From an optimization exercise on the open Yosys and OpenROAD flow, aimed at small area, a short achievable clock period and few clock cycles per item; shortcuts taken in it are not production practice.
At most, simulation tests tie the RTL to the original design; equivalence was not proved.
Power figures rest on the tool's default switching activity, not on a simulated workload.

## v42
// filter_compactor
module filter_compactor #(
    parameter  int unsigned NUM_ENTRY = preprocess_pkg::NUM_ENTRY_DEFAULT,
    parameter  int unsigned WW        = preprocess_pkg::WW_DEFAULT,
    parameter  int unsigned OW        = preprocess_pkg::OW_DEFAULT,
    localparam int unsigned IW        = $clog2(NUM_ENTRY),
    localparam int unsigned CW        = $clog2(NUM_ENTRY + 1)
) (
    input  logic                    clk,
    input  logic                    reset,
    input  logic                    in_valid,
    output logic                    in_ready,
    input  logic [NUM_ENTRY-1:0]    in_bit,
    input  logic [NUM_ENTRY*WW-1:0] in_weight,
    input  logic [NUM_ENTRY*OW-1:0] in_out,
    input  logic [NUM_ENTRY-1:0]    in_drop,
    output logic                    out_valid,
    input  logic                    out_ready,
    output logic                    out_bit,
    output logic [WW-1:0]           out_weight,
    output logic [OW-1:0]           out_out,
    output logic [IW-1:0]           out_index,
    output logic                    out_last,
    output logic [CW-1:0]           kept_count,
    output logic                    frame_empty
);
export LEC_CHECK = 0
export CAP_MARGIN = 20
export CORE_MARGIN = 2
export CORE_UTILIZATION = 72
export CTS_CLUSTER_DIAMETER = 100
export CTS_CLUSTER_SIZE = 30
export SETUP_SLACK_MARGIN = 3.7
export SLEW_MARGIN = 20
create_clock -name core_clock -period 6.0 [get_ports {clk}]
standard.sh (not shown) runs the stock make flow with config.mk's settings and CLKGATE_MAP_FILE= SYNTH_SCRIPT=/design/flow/synth_recipe.tcl, a recipe that flattens the netlist after the stock synthesis.
==> flow/flow/run.sh <==
#!/bin/bash
# Layout flow: the standard ORFS flow (standard.sh) unchanged, except that
# the port buffers are the smallest buffer cell (buf_1) instead of the cell
# buffer_ports picks by default. Every input and output still gets a buffer.
# The full output of the flow goes to standard.log in the work folder; ORFS
# keeps each step's own log under orfs/logs/.
set -euo pipefail
bash standard.sh finish "BUFFER_PORTS_ARGS=-buffer_cell sky130_fd_sc_hd__buf_1" > standard.log 2>&1
Testbench counts of v42, summed over its fixed seeds: cycles 29,335, items 29,100.
### v42 -> v39
- ABC_AREA newly set to 1
- CORE_UTILIZATION changed from 72 to 65
Notes after the runs:
Comparing the two runs side by side, v39 comes out behind v42 on hold slack. Changes observed in v39 relative to v42: number of global-route vias before repair +745; final area went up by 850 µm²; switching power share of the total grew by 1.7 points; synthesis-to-finish area growth dropped 1.3 points. The lower count of fill cells added during filler insertion came out of v42. v39 ended up with sky130_fd_sc_hd__nand2_1 as its most frequent standard cell in the layout excluding fill and tap cells; v42 ended up with sky130_fd_sc_hd__buf_1. Synthesized cell area delta (v39 − v42): unfavourable. Via count, v39 vs v42: up by a few percent. Between v39 and v42, the area used by sequential logic in the layout figures differ only marginally. Fraction of the core area covered by cells at the end of the flow ended up 10 points lower on v39 than on v42.
--- input diff v39..v27 ---
- a change of CORE_UTILIZATION from 65 to 55
- a change of SETUP_SLACK_MARGIN from 3.7 to 3.6
- a deleted ABC_AREA that had been 1
Notes after the runs:
Of v39 and v27, the higher final cell count without fillers belongs to v39. For total wire length after detailed routing, v27 and v39 come out practically identical. In the reports for v39 and v27, the smaller global-route total usage across every layer belongs to v27. Internal power on v27 is ahead of v39. Distinct cell type count after synthesis in v27 is 6 above v39. v27 gives less power in combinational cells than v39 did. Taking v39 over v27, the peak supply drop ratio works out to 1.4.

filter_compactor, a different RTL version from the one above (not shown whole).
Size in the first run: about 1700 cells after synthesis, ~650 flip-flops, ~500 I/O pins.
clock: 6.0 ns
lec_check: 0
cap_margin: 20
core_margin: 2
core_utilization: 65
cts_cluster_diameter: 100
cts_cluster_size: 30
setup_slack_margin: 3.7
slew_margin: 20
Scripts as last shown in full above: flow/flow/run.sh
Change:
Settings changed: CORE_UTILIZATION 65 to 55, SETUP_SLACK_MARGIN 3.7 to 3.6.
Outcome: Combinational power decreases by about 1%. Non-clock buffer count decreases by 6. Flip-flop and latch count stays the same. Critical path depth does not change. Register-to-register slack degrades by 100 ps. Worst setup slack degrades by 31 ps. First-iteration DRC count decreases by 7.2%.
No run of this note included a check of the RTL's function; only the layout flow was run.

## job 6944
The RTL this note starts from:
==> flow/design.v <==
package preprocess_pkg;
    localparam int unsigned NUM_ENTRY_DEFAULT = 36;
    localparam int unsigned WW_DEFAULT        = 5;
    localparam int unsigned OW_DEFAULT        = 6;
    typedef enum logic {
        IDLE = 1'b0,
        SCAN = 1'b1
    } state_t;
endpackage
module first_one_finder #(
    parameter int unsigned N = 36
) (
    input  logic [N-1:0] vec,
    output logic [N-1:0] first,
    output logic [N-1:0] rest,
    output logic         le1
);
    localparam int unsigned LG = (N > 1) ? $clog2(N) : 1;
    logic [LG:0][N-1:0] pre;
    logic [N-1:0]       below;   
    always_comb begin
        pre[0] = vec;
        for (int k = 0; k < LG; k++) begin
            for (int i = 0; i < N; i++) begin
                if (i >= (1 << k)) pre[k+1][i] = pre[k][i] | pre[k][i-(1<<k)];
                else               pre[k+1][i] = pre[k][i];
            end
        end
        below = {pre[LG][N-2:0], 1'b0};
        first = vec & ~below;
        rest  = vec & below;
        le1   = ~|rest;
    end
endmodule
module filter_compactor #(
    parameter  int unsigned NUM_ENTRY = preprocess_pkg::NUM_ENTRY_DEFAULT,
    parameter  int unsigned WW        = preprocess_pkg::WW_DEFAULT,
    parameter  int unsigned OW        = preprocess_pkg::OW_DEFAULT,
    localparam int unsigned IW        = $clog2(NUM_ENTRY),
    localparam int unsigned CW        = $clog2(NUM_ENTRY + 1)
) (
    input  logic                    clk,
    input  logic                    reset,
    input  logic                    in_valid,
    output logic                    in_ready,
    input  logic [NUM_ENTRY-1:0]    in_bit,
    input  logic [NUM_ENTRY*WW-1:0] in_weight,
    input  logic [NUM_ENTRY*OW-1:0] in_out,
    input  logic [NUM_ENTRY-1:0]    in_drop,
    output logic                    out_valid,
    input  logic                    out_ready,
    output logic                    out_bit,
    output logic [WW-1:0]           out_weight,
    output logic [OW-1:0]           out_out,
    output logic [IW-1:0]           out_index,
    output logic                    out_last,
    output logic [CW-1:0]           kept_count,
    output logic                    frame_empty
);
    localparam int unsigned DW = 1 + WW + OW;               
    localparam int unsigned EW = DW + IW + 1;               
    localparam int unsigned GS = 6;                         
    localparam int unsigned NG = (NUM_ENTRY + GS - 1) / GS;
    localparam int unsigned GW = $clog2(GS + 1);
    logic [NUM_ENTRY-1:0]  keep;
    logic                  all_drop;
    logic [NG-1:0][GW-1:0] grp_d, grp_q;
    logic [CW-1:0]         cnt_pre;
    always_comb begin
        keep     = ~in_drop;
        all_drop = &in_drop;
        for (int g = 0; g < NG; g++) begin
            grp_d[g] = '0;
            for (int j = 0; j < GS; j++) begin
                if (g * GS + j < NUM_ENTRY) grp_d[g] = grp_d[g] + GW'(keep[g*GS+j]);
            end
        end
        cnt_pre = '0;
        for (int g = 0; g < NG; g++) begin
            cnt_pre = cnt_pre + CW'(grp_q[g]);
        end
    end
    always_ff @(posedge clk) begin
        grp_q <= grp_d;
    end
    logic [NUM_ENTRY-1:0]    bit_q;
    logic [NUM_ENTRY*WW-1:0] weight_q;
    logic [NUM_ENTRY*OW-1:0] out_q;
    logic [NUM_ENTRY-1:0]    sel_q;        
    logic [NUM_ENTRY-1:0]    mask;         
    logic                    pend;         
    logic                    mask_zero;    
    logic                    ld;           
    logic [NUM_ENTRY-1:0] in_first, in_rest;
    logic                 in_le1;
    logic [NUM_ENTRY-1:0] m_first, m_rest;
    logic                 m_le1;
    first_one_finder #(.N(NUM_ENTRY)) u_in_finder (
        .vec(keep), .first(in_first), .rest(in_rest), .le1(in_le1)
    );
    first_one_finder #(.N(NUM_ENTRY)) u_mask_finder (
        .vec(mask), .first(m_first), .rest(m_rest), .le1(m_le1)
    );
    always_ff @(posedge clk) begin
        if (ld) begin
            bit_q    <= in_bit;
            weight_q <= in_weight;
            out_q    <= in_out;
        end
    end
    logic          sv;                     
    logic [EW-1:0] skid;
    logic          push;                   
    logic [EW-1:0] pushed;
    logic [DW-1:0] p_data;
    logic [IW-1:0] p_idx;
    logic          out_free;               
    always_comb begin
        push     = pend & ~sv;
        out_free = ~out_valid | out_ready;
        p_data   = '0;
        p_idx    = '0;
        for (int i = 0; i < NUM_ENTRY; i++) begin
            p_data = p_data | ({DW{sel_q[i]}} &
                     {bit_q[i], weight_q[i*WW +: WW], out_q[i*OW +: OW]});
            p_idx  = p_idx | (sel_q[i] ? IW'(i) : IW'(0));
        end
        pushed = {p_data, p_idx, mask_zero};
    end
    always_ff @(posedge clk) begin
        if (out_free) begin
            {out_bit, out_weight, out_out, out_index, out_last} <= sv ? skid : pushed;
        end
        if (push & ~out_free) begin
            skid <= pushed;
        end
    end
    logic acc, acc_full;
    logic pend_d, mask_zero_d, sv_d, ld_d;
    always_comb begin
        acc      = in_valid & in_ready;
        acc_full = acc & ld;
        sv_d = sv ? ~out_free : (push & ~out_free);
        if (acc_full) begin
            pend_d      = ~all_drop;
            mask_zero_d = in_le1;
        end else if (push) begin
            pend_d      = ~mask_zero;
            mask_zero_d = m_le1;
        end else begin
            pend_d      = pend;
            mask_zero_d = mask_zero;
        end
        ld_d = ~pend_d | (~sv_d & mask_zero_d);
    end
    always_ff @(posedge clk) begin
        if (acc_full) begin
            sel_q <= in_first;
            mask  <= in_rest;
        end else if (push) begin
            sel_q <= m_first;
            mask  <= m_rest;
        end
        mask_zero <= mask_zero_d;
    end
    always_ff @(posedge clk or posedge reset) begin
        if (reset) begin
            pend        <= 1'b0;
            sv          <= 1'b0;
            ld          <= 1'b1;
            in_ready    <= 1'b0;
            out_valid   <= 1'b0;
            kept_count  <= '0;
            frame_empty <= 1'b0;
        end else begin
            pend        <= pend_d;
            sv          <= sv_d;
            ld          <= ld_d;
            in_ready    <= in_valid & ~acc & (ld_d | all_drop);
            if (out_free) out_valid <= sv | push;
            if (acc) kept_count <= cnt_pre;
            frame_empty <= acc & all_drop;
        end
    end
endmodule
==> flow/config.mk <==
export PLATFORM = sky130hd
export DESIGN_NAME = filter_compactor
export DESIGN_NICKNAME = filter_compactor
export VERILOG_FILES = /design/flow/design.v
export SDC_FILE = /design/flow/constraint.sdc
export NUM_CORES = 4
export LEC_CHECK = 0
export CAP_MARGIN = 20
export CORE_MARGIN = 2
export CORE_UTILIZATION = 55
export CTS_BUF_LIST = sky130_fd_sc_hd__clkbuf_4
export SETUP_SLACK_MARGIN = 3.2
export SLEW_MARGIN = 20
==> flow/constraint.sdc <==
create_clock -name core_clock -period 6.0 [get_ports {clk}]
set_input_delay 1.2000 -clock core_clock [delete_from_list [all_inputs] [get_ports {clk}]]
set_output_delay 1.2000 -clock core_clock [all_outputs]
set_load 0.01 [all_outputs]
Scripts as last shown in full above: flow/flow/run.sh
Job 6944 went all the way through synthesis, placement and routing and the layout is clean on timing, DRC and antenna.
Testbench counts of job 6944, summed over its fixed seeds: cycles 29,211, items 29,100.
Here is what was changed in the inputs of job 6971 compared with job 6944.
Settings: removing CTS_BUF_LIST (formerly sky130_fd_sc_hd__clkbuf_4); changing SETUP_SLACK_MARGIN from 3.2 to 3.6.
### Flow results
- Job 6971 vs job 6944: combined global-route utilization of all metal layers down in job 6971
- Delta (job 6971 minus job 6944): final non-filler cell total shows a reduction of 2.3%; minimum hold slack shows an increase of 0.14 ns; areal power density over the cells shows an increase of about 0.9%.
- [compare] base=job 6944 new=job 6971: total iterations of the first detailed-routing run went down, non-clock buffer count went up, via count of the first global-routing pass went down, minimum setup slack in the final design went up, count of clock-buffer cells in the layout went down.
- Job 6971 reports a lower post-route fraction of the period consumed by the critical path than job 6944 does.
Inputs modified between job 6971 and job 4260:
Settings: CTS_BUF_LIST newly set to sky130_fd_sc_hd__clkbuf_4.
[summary]
Job 4260 finished every step from synthesis to the final layout, and the layout passed the timing, DRC and antenna checks.
Clock distribution area overhead in the final layout was higher in job 4260 than in job 6971.
First element of the critical path = grp_q[2]: job 6971; first element of the critical path = grp_q[14]: job 4260
The part of the power in the clock network of job 4260 is lower than that of job 6971.
Between job 6971 and job 4260, the tightest slew margin relative to the limit is lower for job 4260.
Diff job 6971 and job 4260: via count higher in job 4260
In job 4260 relative to job 6971, routed wire length had gone up slightly.
On register-to-register slack, job 6971 tracks job 4260 almost exactly.
[inputs] job 7310 vs job 4260
Settings: a change of CTS_BUF_LIST from sky130_fd_sc_hd__clkbuf_4 to sky130_fd_sc_hd__clkbuf_8.
Maximum frequency of job 7310 falls short of that of job 4260 slightly. From job 4260 to job 7310 the numbers moved as follows: area of the core essentially unchanged, register-to-register slack essentially unchanged, number of non-clock buffers increased about 1.5%, detailed-routed wire length on met3 decreased 190 um.

[separate check: timing with driven ports]
No port has a modelled driver above. Below, the same layouts with a new extraction and two added sets of constraints. Step 1 assumes that a clkbuf_16 drives the clock port and a buf_2 every other input. Step 2, shift: input delay + t, output delay - t, t = (earliest + latest rising clock arrival at the registers) / 2. This alone moves slack from input paths to output paths. Slacks: ideal ports / drivers / drivers and shift; pairs: ideal ports / drivers.
run	t, ns	slack for setup (ns)	hold slack, ns	worst register clock-pin slew, ns	cell pins on the clock port's net
v42	0.643	3.663 / 3.607 / 3.106	0.458 / 0.458 / 0.458	0.12 / 0.12	1
v39	0.643	3.637 / 3.583 / 3.308	0.442 / 0.442 / 0.442	0.12 / 0.12	1
v27	0.665	3.629 / 3.580 / 3.141	0.452 / 0.452 / 0.452	0.12 / 0.12	1
the first run of note 2	0.641	3.637 / 3.584 / 3.169	0.452 / 0.452 / 0.452	0.12 / 0.12	1
the second run of note 2	0.666	3.605 / 3.546 / 3.104	0.456 / 0.456 / 0.456	0.12 / 0.12	1
job 6944	1.007	3.140 / 3.140 / 2.171	0.336 / 0.302 / 0.478	0.07 / 0.07	1
job 6971	0.671	3.173 / 3.173 / 2.620	0.477 / 0.477 / 0.477	0.07 / 0.07	1
job 4260	1.018	3.166 / 3.162 / 2.317	0.284 / 0.245 / 0.498	0.07 / 0.07	1
job 7310	0.742	3.147 / 3.164 / 2.437	0.475 / 0.475 / 0.475	0.07 / 0.07	1
After both steps every run listed still meets setup and hold. For job 6944, which loses most, drivers alone change the setup slack by 0.000 ns; drivers and shift together by -0.969 ns.
